What follows belongs to an exercise in optimizing a design on an open flow for small area, a short achievable clock period and few clock cycles per item; a production flow would make more cautious choices. In this exercise RTL edits were held to simulation tests only and were not proved equivalent to the original. The clock input has no modelled driver; a real chip could not lean on it and would need a root buffer or a full tree. Power and IR drop assume default switching activity.

==> v1 <==
==> flow/design.v (excerpt) <==
module argb_pixel_blend_unit (
  input  logic        clk_i,
  input  logic        rst_ni,
  input  logic        start_i,
  output logic        busy_o,
  input  logic [31:0] src_pixel_i,
  input  logic [31:0] dst_pixel_i,
  output logic        done_o,
  output logic [31:0] out_pixel_o,
  input  logic        cfg_valid_i,
  output logic        cfg_ready_o,
  input  logic [1:0]  cfg_index_i,
  input  logic [31:0] cfg_data_i
);
==> flow/config.mk <==
export PLATFORM = sky130hd
export DESIGN_NAME = argb_pixel_blend_unit
export DESIGN_NICKNAME = argb_pixel_blend_unit
export VERILOG_FILES = /design/flow/design.v
export SDC_FILE = /design/flow/constraint.sdc
export NUM_CORES = 4
export LEC_CHECK = 0
export CAP_MARGIN = 20
export CORE_MARGIN = 2
export CORE_UTILIZATION = 40
export SETUP_SLACK_MARGIN = 3.55
export SLEW_MARGIN = 20
==> flow/constraint.sdc <==
create_clock -name core_clock -period 5.5 [get_ports {clk_i}]
set_input_delay 1.1000 -clock core_clock [delete_from_list [all_inputs] [get_ports {clk_i}]]
set_output_delay 1.1000 -clock core_clock [all_outputs]
set_load 0.01 [all_outputs]
standard.sh (not shown) runs the stock make flow with config.mk's settings and CLKGATE_MAP_FILE= SYNTH_SCRIPT=/design/flow/synth_recipe.tcl, a recipe that flattens the netlist after the stock synthesis.
==> flow/flow/run.sh <==
#!/bin/bash
# The standard layout (the standard.sh, standard synthesis unchanged) with
# smaller port buffers and a two-level clock tree built by flow/pre_cts.tcl
# (four root buffers on the clock port, sixteen leaf buffers) in place of
# TritonCTS. Each tool's output goes to standard.log.
set -euo pipefail
export BUFFER_PORTS_ARGS="-buffer_cell sky130_fd_sc_hd__buf_2"
export PRE_CTS_TCL="$PWD/flow/pre_cts.tcl"
bash standard.sh > standard.log 2>&1
==> flow/flow/clock_tree.tcl <==
proc build_clock_tree {nx ny leafcell rootcell} {
  set db [ord::get_db]
  set block [ord::get_db_block]
  set clk [$block findNet clk_i]
  set pts {}
  foreach it [$clk getITerms] {
    set inst [$it getInst]
    set b [$inst getBBox]
    lappend pts [list $it [expr {([$b xMin]+[$b xMax])/2}] [expr {([$b yMin]+[$b yMax])/2}]]
  }
  set n [llength $pts]
  set byx [lsort -integer -index 1 $pts]
  set leaves {}
  for {set i 0} {$i < $nx} {incr i} {
    set col [lsort -integer -index 2 [lrange $byx [expr {$i * $n / $nx}] [expr {($i + 1) * $n / $nx - 1}]]]
    set m [llength $col]
    for {set j 0} {$j < $ny} {incr j} {
      set c [lrange $col [expr {$j * $m / $ny}] [expr {($j + 1) * $m / $ny - 1}]]
      if {[llength $c] == 0} continue
      set cx 0; set cy 0
      foreach p $c { set cx [expr {$cx + [lindex $p 1]}]; set cy [expr {$cy + [lindex $p 2]}] }
      set q [expr {($i < $nx / 2 ? 0 : 1) + ($j < $ny / 2 ? 0 : 2)}]
      lappend leaves [list $c [expr {$cx / [llength $c]}] [expr {$cy / [llength $c]}] $q]
    }
  }
  set leafm [$db findMaster $leafcell]
  set rootm [$db findMaster $rootcell]
  set k 0
  for {set q 0} {$q < 4} {incr q} {
    set mine {}
    foreach l $leaves { if {[lindex $l 3] == $q} { lappend mine $l } }
    if {[llength $mine] == 0} continue
    set rx 0; set ry 0
    foreach l $mine { set rx [expr {$rx + [lindex $l 1]}]; set ry [expr {$ry + [lindex $l 2]}] }
    set root [odb::dbInst_create $block $rootm clkbuf_root_$q]
    $root setLocation [expr {$rx / [llength $mine]}] [expr {$ry / [llength $mine]}]
    $root setPlacementStatus PLACED
    set rnet [odb::dbNet_create $block clknet_root_$q]
    $rnet setSigType CLOCK
    [$root findITerm A] connect $clk
    [$root findITerm X] connect $rnet
    foreach l $mine {
      set b [odb::dbInst_create $block $leafm clkbuf_leaf_$k]
      $b setLocation [lindex $l 1] [lindex $l 2]
      $b setPlacementStatus PLACED
      set net [odb::dbNet_create $block clknet_leaf_$k]
      $net setSigType CLOCK
      [$b findITerm A] connect $rnet
      [$b findITerm X] connect $net
      foreach p [lindex $l 0] {
        set it [lindex $p 0]
        $it disconnect
        $it connect $net
      }
      incr k
    }
  }
  $clk setSigType CLOCK
  puts "build_clock_tree: $n sinks, $k leaf buffers"
}
==> flow/flow/pre_cts.tcl <==
# PRE_CTS hook: build the clock tree here (two buffer levels, see
# clock_tree.tcl) instead of TritonCTS, whose H-tree adds a third level.
source [file join [file dirname [info script]] clock_tree.tcl]
build_clock_tree 4 4 sky130_fd_sc_hd__clkbuf_16 sky130_fd_sc_hd__clkbuf_16
set_propagated_clock [all_clocks]
# cts.tcl calls clock_tree_synthesis next; the tree is already built.
rename clock_tree_synthesis orfs_unused_clock_tree_synthesis
proc clock_tree_synthesis {args} {
  puts "clock_tree_synthesis skipped: clock tree built by flow/pre_cts.tcl"
}
==> v36 (differences from v1) <==
--- a/flow/design.v
+++ b/flow/design.v
@@ -105,20 +105,10 @@
     for (int i = 0; i < 8; i++)
       pp2[i] = ({8{ra_q[i]}} & p_q[23:16]) | ({8{rb[i]}} & q_q[23:16]);
   end
   assign da2 = p_q[23:16] & {8{dir1_q}};
   assign db2 = q_q[23:16] & {8{dirb1_q}};
-  logic [2:0] cy1;
-  logic [9:0] cys0;
-  assign cys0 = {1'b0, p_q[7:0], sub1_q} + {1'b0, q_q[7:0], sub1_q};
-  assign cy1[0] = cys0[9];
-  logic [9:0] cys1;
-  assign cys1 = {1'b0, p_q[15:8], sub1_q} + {1'b0, q_q[15:8], sub1_q};
-  assign cy1[1] = cys1[9];
-  logic [9:0] cys2;
-  assign cys2 = {1'b0, p_q[23:16], sub1_q} + {1'b0, q_q[23:16], sub1_q};
-  assign cy1[2] = cys2[9];
   logic t0_1;
   logic t0_2;
   assign t0_1 = pp0[0][2] ^ pp0[1][1] ^ pp0[2][0];
   assign t0_2 = (pp0[0][2] & pp0[1][1]) | (pp0[0][2] & pp0[2][0]) | (pp0[1][1] & pp0[2][0]);
   logic t0_3;
@@ -573,11 +563,10 @@
   logic t2_76;
   assign t2_75 = t2_44 ^ da2[7] ^ db2[7];
   assign t2_76 = (t2_44 & da2[7]) | (t2_44 & db2[7]) | (da2[7] & db2[7]);
   logic v2_q, add2_q, sub2_q;
   logic [7:0] top2_q;
-  logic [2:0] cy2_q;
   always_ff @(posedge clk_i or negedge rst_ni) begin
     if (!rst_ni) v2_q <= 1'b0;
     else         v2_q <= v1_q;
   end
   logic [43:0] r2_0_q;
@@ -585,11 +574,10 @@
   logic [43:0] r2_2_q;
   always_ff @(posedge clk_i) begin
     add2_q <= add1_q;
     sub2_q <= sub1_q;
     top2_q <= top1_q;
-    cy2_q <= cy1;
     r2_0_q <= {t0_76, t0_75, t0_43, t0_42, t0_74, t0_73, t0_72, db0[4], da0[4], t0_71, t0_70, t0_37, t0_69, t0_68, t0_66, t0_67, t0_65, t0_64, t0_62, t0_63, t0_61, t0_60, t0_58, t0_59, t0_57, t0_56, t0_54, t0_55, t0_53, t0_52, pp0[6][0], t0_13, t0_51, t0_50, t0_49, t0_48, pp0[4][0], t0_47, t0_46, t0_45, t0_1, pp0[1][0], pp0[0][1], pp0[0][0]};
     r2_1_q <= {t1_76, t1_75, t1_43, t1_42, t1_74, t1_73, t1_72, db1[4], da1[4], t1_71, t1_70, t1_37, t1_69, t1_68, t1_66, t1_67, t1_65, t1_64, t1_62, t1_63, t1_61, t1_60, t1_58, t1_59, t1_57, t1_56, t1_54, t1_55, t1_53, t1_52, pp1[6][0], t1_13, t1_51, t1_50, t1_49, t1_48, pp1[4][0], t1_47, t1_46, t1_45, t1_1, pp1[1][0], pp1[0][1], pp1[0][0]};
     r2_2_q <= {t2_76, t2_75, t2_43, t2_42, t2_74, t2_73, t2_72, db2[4], da2[4], t2_71, t2_70, t2_37, t2_69, t2_68, t2_66, t2_67, t2_65, t2_64, t2_62, t2_63, t2_61, t2_60, t2_58, t2_59, t2_57, t2_56, t2_54, t2_55, t2_53, t2_52, pp2[6][0], t2_13, t2_51, t2_50, t2_49, t2_48, pp2[4][0], t2_47, t2_46, t2_45, t2_1, pp2[1][0], pp2[0][1], pp2[0][0]};
   end
   logic t2_0_1;
@@ -814,11 +802,10 @@
   assign lo3_1 = {1'b0, t2_1_20, t2_1_18, t2_1_16, t2_1_15, r2_1_q[4], r2_1_q[3], r2_1_q[1], r2_1_q[0]} + {1'b0, t2_1_21, t2_1_19, t2_1_17, r2_1_q[7], 1'b0, 1'b0, r2_1_q[2], 1'b0};
   logic [8:0] lo3_2;
   assign lo3_2 = {1'b0, t2_2_20, t2_2_18, t2_2_16, t2_2_15, r2_2_q[4], r2_2_q[3], r2_2_q[1], r2_2_q[0]} + {1'b0, t2_2_21, t2_2_19, t2_2_17, r2_2_q[7], 1'b0, 1'b0, r2_2_q[2], 1'b0};
   logic v3_q, add3_q, sub3_q;
   logic [7:0] top3_q;
-  logic [2:0] cy3_q;
   always_ff @(posedge clk_i or negedge rst_ni) begin
     if (!rst_ni) v3_q <= 1'b0;
     else         v3_q <= v2_q;
   end
   logic [17:0] r3_0_q;
@@ -826,11 +813,10 @@
   logic [17:0] r3_2_q;
   always_ff @(posedge clk_i) begin
     add3_q <= add2_q;
     sub3_q <= sub2_q;
     top3_q <= top2_q;
-    cy3_q <= cy2_q;
     r3_0_q <= {r2_0_q[43], r2_0_q[42], t2_0_36, t2_0_35, t2_0_34, t2_0_33, t2_0_32, t2_0_31, t2_0_30, t2_0_29, t2_0_28, t2_0_27, t2_0_26, t2_0_25, t2_0_24, (lo3_0[8] | sub2_q), t2_0_23, t2_0_22};
     r3_1_q <= {r2_1_q[43], r2_1_q[42], t2_1_36, t2_1_35, t2_1_34, t2_1_33, t2_1_32, t2_1_31, t2_1_30, t2_1_29, t2_1_28, t2_1_27, t2_1_26, t2_1_25, t2_1_24, (lo3_1[8] | sub2_q), t2_1_23, t2_1_22};
     r3_2_q <= {r2_2_q[43], r2_2_q[42], t2_2_36, t2_2_35, t2_2_34, t2_2_33, t2_2_32, t2_2_31, t2_2_30, t2_2_29, t2_2_28, t2_2_27, t2_2_26, t2_2_25, t2_2_24, (lo3_2[8] | sub2_q), t2_2_23, t2_2_22};
   end
   logic [7:0] res_d [3];
@@ -839,30 +825,30 @@
   assign fb0 = {1'b0, r3_0_q[16], r3_0_q[14], r3_0_q[12], r3_0_q[10], r3_0_q[8], r3_0_q[6], r3_0_q[4], r3_0_q[1], 1'b0, 1'b0, 1'b0, 1'b0, 1'b0, 1'b0, 1'b0, 1'b0};
   assign fs0[7:0] = 8'd0;
   logic [9:0] fh0;
   assign fh0 = {fa0[16:8], r3_0_q[2]} + {fb0[16:8], r3_0_q[2]};
   assign fs0[16:8] = fh0[9:1];
-  assign res_d[0] = (add3_q && cy3_q[0]) ? 8'hFF :
-                    (sub3_q && !cy3_q[0]) ? 8'h00 : fs0[15:8];
+  assign res_d[0] = (add3_q && fs0[16]) ? 8'hFF :
+                    (sub3_q && !fs0[16]) ? 8'h00 : fs0[15:8];
   logic [16:0] fa1, fb1, fs1;
   assign fa1 = {r3_1_q[17], r3_1_q[15], r3_1_q[13], r3_1_q[11], r3_1_q[9], r3_1_q[7], r3_1_q[5], r3_1_q[3], r3_1_q[0], 1'b0, 1'b0, 1'b0, 1'b0, 1'b0, 1'b0, 1'b0, 1'b0};
   assign fb1 = {1'b0, r3_1_q[16], r3_1_q[14], r3_1_q[12], r3_1_q[10], r3_1_q[8], r3_1_q[6], r3_1_q[4], r3_1_q[1], 1'b0, 1'b0, 1'b0, 1'b0, 1'b0, 1'b0, 1'b0, 1'b0};
   assign fs1[7:0] = 8'd0;
   logic [9:0] fh1;
   assign fh1 = {fa1[16:8], r3_1_q[2]} + {fb1[16:8], r3_1_q[2]};
   assign fs1[16:8] = fh1[9:1];
-  assign res_d[1] = (add3_q && cy3_q[1]) ? 8'hFF :
-                    (sub3_q && !cy3_q[1]) ? 8'h00 : fs1[15:8];
+  assign res_d[1] = (add3_q && fs1[16]) ? 8'hFF :
+                    (sub3_q && !fs1[16]) ? 8'h00 : fs1[15:8];
   logic [16:0] fa2, fb2, fs2;
   assign fa2 = {r3_2_q[17], r3_2_q[15], r3_2_q[13], r3_2_q[11], r3_2_q[9], r3_2_q[7], r3_2_q[5], r3_2_q[3], r3_2_q[0], 1'b0, 1'b0, 1'b0, 1'b0, 1'b0, 1'b0, 1'b0, 1'b0};
   assign fb2 = {1'b0, r3_2_q[16], r3_2_q[14], r3_2_q[12], r3_2_q[10], r3_2_q[8], r3_2_q[6], r3_2_q[4], r3_2_q[1], 1'b0, 1'b0, 1'b0, 1'b0, 1'b0, 1'b0, 1'b0, 1'b0};
   assign fs2[7:0] = 8'd0;
   logic [9:0] fh2;
   assign fh2 = {fa2[16:8], r3_2_q[2]} + {fb2[16:8], r3_2_q[2]};
   assign fs2[16:8] = fh2[9:1];
-  assign res_d[2] = (add3_q && cy3_q[2]) ? 8'hFF :
-                    (sub3_q && !cy3_q[2]) ? 8'h00 : fs2[15:8];
+  assign res_d[2] = (add3_q && fs2[16]) ? 8'hFF :
+                    (sub3_q && !fs2[16]) ? 8'h00 : fs2[15:8];
   logic        vo_q;
   logic [31:0] out_q;
   always_ff @(posedge clk_i or negedge rst_ni) begin
     if (!rst_ni) vo_q <= 1'b0;
     else         vo_q <= v3_q;
==> v24 (differences from v1) <==
--- a/flow/design.v
+++ b/flow/design.v
@@ -105,20 +105,10 @@
     for (int i = 0; i < 8; i++)
       pp2[i] = ({8{ra_q[i]}} & p_q[23:16]) | ({8{rb[i]}} & q_q[23:16]);
   end
   assign da2 = p_q[23:16] & {8{dir1_q}};
   assign db2 = q_q[23:16] & {8{dirb1_q}};
-  logic [2:0] cy1;
-  logic [9:0] cys0;
-  assign cys0 = {1'b0, p_q[7:0], sub1_q} + {1'b0, q_q[7:0], sub1_q};
-  assign cy1[0] = cys0[9];
-  logic [9:0] cys1;
-  assign cys1 = {1'b0, p_q[15:8], sub1_q} + {1'b0, q_q[15:8], sub1_q};
-  assign cy1[1] = cys1[9];
-  logic [9:0] cys2;
-  assign cys2 = {1'b0, p_q[23:16], sub1_q} + {1'b0, q_q[23:16], sub1_q};
-  assign cy1[2] = cys2[9];
   logic t0_1;
   logic t0_2;
   assign t0_1 = pp0[0][2] ^ pp0[1][1] ^ pp0[2][0];
   assign t0_2 = (pp0[0][2] & pp0[1][1]) | (pp0[0][2] & pp0[2][0]) | (pp0[1][1] & pp0[2][0]);
   logic t0_3;
@@ -573,11 +563,10 @@
   logic t2_76;
   assign t2_75 = t2_44 ^ da2[7] ^ db2[7];
   assign t2_76 = (t2_44 & da2[7]) | (t2_44 & db2[7]) | (da2[7] & db2[7]);
   logic v2_q, add2_q, sub2_q;
   logic [7:0] top2_q;
-  logic [2:0] cy2_q;
   always_ff @(posedge clk_i or negedge rst_ni) begin
     if (!rst_ni) v2_q <= 1'b0;
     else         v2_q <= v1_q;
   end
   logic [43:0] r2_0_q;
@@ -585,11 +574,10 @@
   logic [43:0] r2_2_q;
   always_ff @(posedge clk_i) begin
     add2_q <= add1_q;
     sub2_q <= sub1_q;
     top2_q <= top1_q;
-    cy2_q <= cy1;
     r2_0_q <= {t0_76, t0_75, t0_43, t0_42, t0_74, t0_73, t0_72, db0[4], da0[4], t0_71, t0_70, t0_37, t0_69, t0_68, t0_66, t0_67, t0_65, t0_64, t0_62, t0_63, t0_61, t0_60, t0_58, t0_59, t0_57, t0_56, t0_54, t0_55, t0_53, t0_52, pp0[6][0], t0_13, t0_51, t0_50, t0_49, t0_48, pp0[4][0], t0_47, t0_46, t0_45, t0_1, pp0[1][0], pp0[0][1], pp0[0][0]};
     r2_1_q <= {t1_76, t1_75, t1_43, t1_42, t1_74, t1_73, t1_72, db1[4], da1[4], t1_71, t1_70, t1_37, t1_69, t1_68, t1_66, t1_67, t1_65, t1_64, t1_62, t1_63, t1_61, t1_60, t1_58, t1_59, t1_57, t1_56, t1_54, t1_55, t1_53, t1_52, pp1[6][0], t1_13, t1_51, t1_50, t1_49, t1_48, pp1[4][0], t1_47, t1_46, t1_45, t1_1, pp1[1][0], pp1[0][1], pp1[0][0]};
     r2_2_q <= {t2_76, t2_75, t2_43, t2_42, t2_74, t2_73, t2_72, db2[4], da2[4], t2_71, t2_70, t2_37, t2_69, t2_68, t2_66, t2_67, t2_65, t2_64, t2_62, t2_63, t2_61, t2_60, t2_58, t2_59, t2_57, t2_56, t2_54, t2_55, t2_53, t2_52, pp2[6][0], t2_13, t2_51, t2_50, t2_49, t2_48, pp2[4][0], t2_47, t2_46, t2_45, t2_1, pp2[1][0], pp2[0][1], pp2[0][0]};
   end
   logic t2_0_1;
@@ -814,11 +802,10 @@
   assign lo3_1 = {1'b0, t2_1_20, t2_1_18, t2_1_16, t2_1_15, r2_1_q[4], r2_1_q[3], r2_1_q[1], r2_1_q[0]} + {1'b0, t2_1_21, t2_1_19, t2_1_17, r2_1_q[7], 1'b0, 1'b0, r2_1_q[2], 1'b0};
   logic [8:0] lo3_2;
   assign lo3_2 = {1'b0, t2_2_20, t2_2_18, t2_2_16, t2_2_15, r2_2_q[4], r2_2_q[3], r2_2_q[1], r2_2_q[0]} + {1'b0, t2_2_21, t2_2_19, t2_2_17, r2_2_q[7], 1'b0, 1'b0, r2_2_q[2], 1'b0};
   logic v3_q, add3_q, sub3_q;
   logic [7:0] top3_q;
-  logic [2:0] cy3_q;
   always_ff @(posedge clk_i or negedge rst_ni) begin
     if (!rst_ni) v3_q <= 1'b0;
     else         v3_q <= v2_q;
   end
   logic [17:0] r3_0_q;
@@ -826,11 +813,10 @@
   logic [17:0] r3_2_q;
   always_ff @(posedge clk_i) begin
     add3_q <= add2_q;
     sub3_q <= sub2_q;
     top3_q <= top2_q;
-    cy3_q <= cy2_q;
     r3_0_q <= {r2_0_q[43], r2_0_q[42], t2_0_36, t2_0_35, t2_0_34, t2_0_33, t2_0_32, t2_0_31, t2_0_30, t2_0_29, t2_0_28, t2_0_27, t2_0_26, t2_0_25, t2_0_24, (lo3_0[8] | sub2_q), t2_0_23, t2_0_22};
     r3_1_q <= {r2_1_q[43], r2_1_q[42], t2_1_36, t2_1_35, t2_1_34, t2_1_33, t2_1_32, t2_1_31, t2_1_30, t2_1_29, t2_1_28, t2_1_27, t2_1_26, t2_1_25, t2_1_24, (lo3_1[8] | sub2_q), t2_1_23, t2_1_22};
     r3_2_q <= {r2_2_q[43], r2_2_q[42], t2_2_36, t2_2_35, t2_2_34, t2_2_33, t2_2_32, t2_2_31, t2_2_30, t2_2_29, t2_2_28, t2_2_27, t2_2_26, t2_2_25, t2_2_24, (lo3_2[8] | sub2_q), t2_2_23, t2_2_22};
   end
   logic [7:0] res_d [3];
@@ -839,30 +825,30 @@
   assign fb0 = {1'b0, r3_0_q[16], r3_0_q[14], r3_0_q[12], r3_0_q[10], r3_0_q[8], r3_0_q[6], r3_0_q[4], r3_0_q[1], 1'b0, 1'b0, 1'b0, 1'b0, 1'b0, 1'b0, 1'b0, 1'b0};
   assign fs0[7:0] = 8'd0;
   logic [9:0] fh0;
   assign fh0 = {fa0[16:8], r3_0_q[2]} + {fb0[16:8], r3_0_q[2]};
   assign fs0[16:8] = fh0[9:1];
-  assign res_d[0] = (add3_q && cy3_q[0]) ? 8'hFF :
-                    (sub3_q && !cy3_q[0]) ? 8'h00 : fs0[15:8];
+  assign res_d[0] = (add3_q && fs0[16]) ? 8'hFF :
+                    (sub3_q && !fs0[16]) ? 8'h00 : fs0[15:8];
   logic [16:0] fa1, fb1, fs1;
   assign fa1 = {r3_1_q[17], r3_1_q[15], r3_1_q[13], r3_1_q[11], r3_1_q[9], r3_1_q[7], r3_1_q[5], r3_1_q[3], r3_1_q[0], 1'b0, 1'b0, 1'b0, 1'b0, 1'b0, 1'b0, 1'b0, 1'b0};
   assign fb1 = {1'b0, r3_1_q[16], r3_1_q[14], r3_1_q[12], r3_1_q[10], r3_1_q[8], r3_1_q[6], r3_1_q[4], r3_1_q[1], 1'b0, 1'b0, 1'b0, 1'b0, 1'b0, 1'b0, 1'b0, 1'b0};
   assign fs1[7:0] = 8'd0;
   logic [9:0] fh1;
   assign fh1 = {fa1[16:8], r3_1_q[2]} + {fb1[16:8], r3_1_q[2]};
   assign fs1[16:8] = fh1[9:1];
-  assign res_d[1] = (add3_q && cy3_q[1]) ? 8'hFF :
-                    (sub3_q && !cy3_q[1]) ? 8'h00 : fs1[15:8];
+  assign res_d[1] = (add3_q && fs1[16]) ? 8'hFF :
+                    (sub3_q && !fs1[16]) ? 8'h00 : fs1[15:8];
   logic [16:0] fa2, fb2, fs2;
   assign fa2 = {r3_2_q[17], r3_2_q[15], r3_2_q[13], r3_2_q[11], r3_2_q[9], r3_2_q[7], r3_2_q[5], r3_2_q[3], r3_2_q[0], 1'b0, 1'b0, 1'b0, 1'b0, 1'b0, 1'b0, 1'b0, 1'b0};
   assign fb2 = {1'b0, r3_2_q[16], r3_2_q[14], r3_2_q[12], r3_2_q[10], r3_2_q[8], r3_2_q[6], r3_2_q[4], r3_2_q[1], 1'b0, 1'b0, 1'b0, 1'b0, 1'b0, 1'b0, 1'b0, 1'b0};
   assign fs2[7:0] = 8'd0;
   logic [9:0] fh2;
   assign fh2 = {fa2[16:8], r3_2_q[2]} + {fb2[16:8], r3_2_q[2]};
   assign fs2[16:8] = fh2[9:1];
-  assign res_d[2] = (add3_q && cy3_q[2]) ? 8'hFF :
-                    (sub3_q && !cy3_q[2]) ? 8'h00 : fs2[15:8];
+  assign res_d[2] = (add3_q && fs2[16]) ? 8'hFF :
+                    (sub3_q && !fs2[16]) ? 8'h00 : fs2[15:8];
   logic        vo_q;
   logic [31:0] out_q;
   always_ff @(posedge clk_i or negedge rst_ni) begin
     if (!rst_ni) vo_q <= 1'b0;
     else         vo_q <= v3_q;
==> flow/flow/run.sh (replaced) <==
#!/bin/bash
# The standard layout (the standard.sh, standard synthesis unchanged) with
# smaller port buffers and a clock tree without dummy loads.
set -euo pipefail
export BUFFER_PORTS_ARGS="-buffer_cell sky130_fd_sc_hd__buf_2"
export CTS_ARGS="-sink_clustering_enable -repair_clock_nets -dont_use_dummy_load -sink_clustering_size 30 -sink_clustering_max_diameter 60 -buf_list {sky130_fd_sc_hd__clkbuf_8 sky130_fd_sc_hd__clkbuf_16}"
bash standard.sh > standard.log 2>&1
- SETUP_SLACK_MARGIN: 3.55 -> 3.45
removed: flow/flow/clock_tree.tcl
removed: flow/flow/pre_cts.tcl
==> summary of the runs <==
- v24 ran to the end with no violations. v1 passed the timing, design-rule and antenna checks. v36 finished clean.
- Sequential share of layout area: v36 > v24 > v1.
- The highest routed wire length belongs to v1, the lowest to v24.
- Register-to-register slack: v1 > v36 > v24.
- In sequential cell count, v36 and v1 do not differ.
- In synthesized area, v24 and v36 do not differ.
- Design area: v24 is larger than v36 (about 0.45%).
- Sequential power is about the same in v24 and v1.
- Via count: v1 > v36 > v24.
Testbench counts of v1, summed over its fixed seeds: cycles 16,967, items 16,026.
Testbench counts of v36, summed over its fixed seeds: cycles 16,967, items 16,026.
Testbench counts of v24, summed over its fixed seeds: cycles 16,967, items 16,026.
In v1 and v36 the design's own scripts or RTL, not TritonCTS, make the clock network.

## what the ideal ports hide
No port has a modelled driver above. Below, the same layouts with a new extraction and two added sets of constraints.
Step 1 sets driving cells, clkbuf_16 on the clock port and buf_2 on the other inputs (assumed; they add their load-dependent delay and slew).
Step 2 moves the port delays by t, midway between the first and last clock arrival at a register: inputs arrive t later, outputs are due t later. That takes back most of the time a late clock gives input paths.
Slacks: ideal ports / drivers / drivers and shift; pairs: ideal ports / drivers.
| run | t, ns | slack for setup (ns) | worst hold slack (ns) | worst setup path at the end | slew at the worst register clock pin (ns) |
|---|---|---|---|---|---|
| v1 | 0.427 | 3.484 / 3.453 / 3.279 | 0.329 / 0.329 / 0.329 | input to register | 0.10 / 0.10 |
| v36 | 0.439 | 3.393 / 3.393 / 3.252 | 0.331 / 0.331 / 0.331 | input to register | 0.10 / 0.10 |
| v24 | 0.583 | 3.330 / 3.305 / 3.158 | 0.294 / 0.294 / 0.294 | input to register | 0.10 / 0.10 |
After both steps setup and hold are still met in every run listed. The setup slack of v1, which loses most, moves by -0.031 ns with the drivers and by -0.205 ns with both steps.
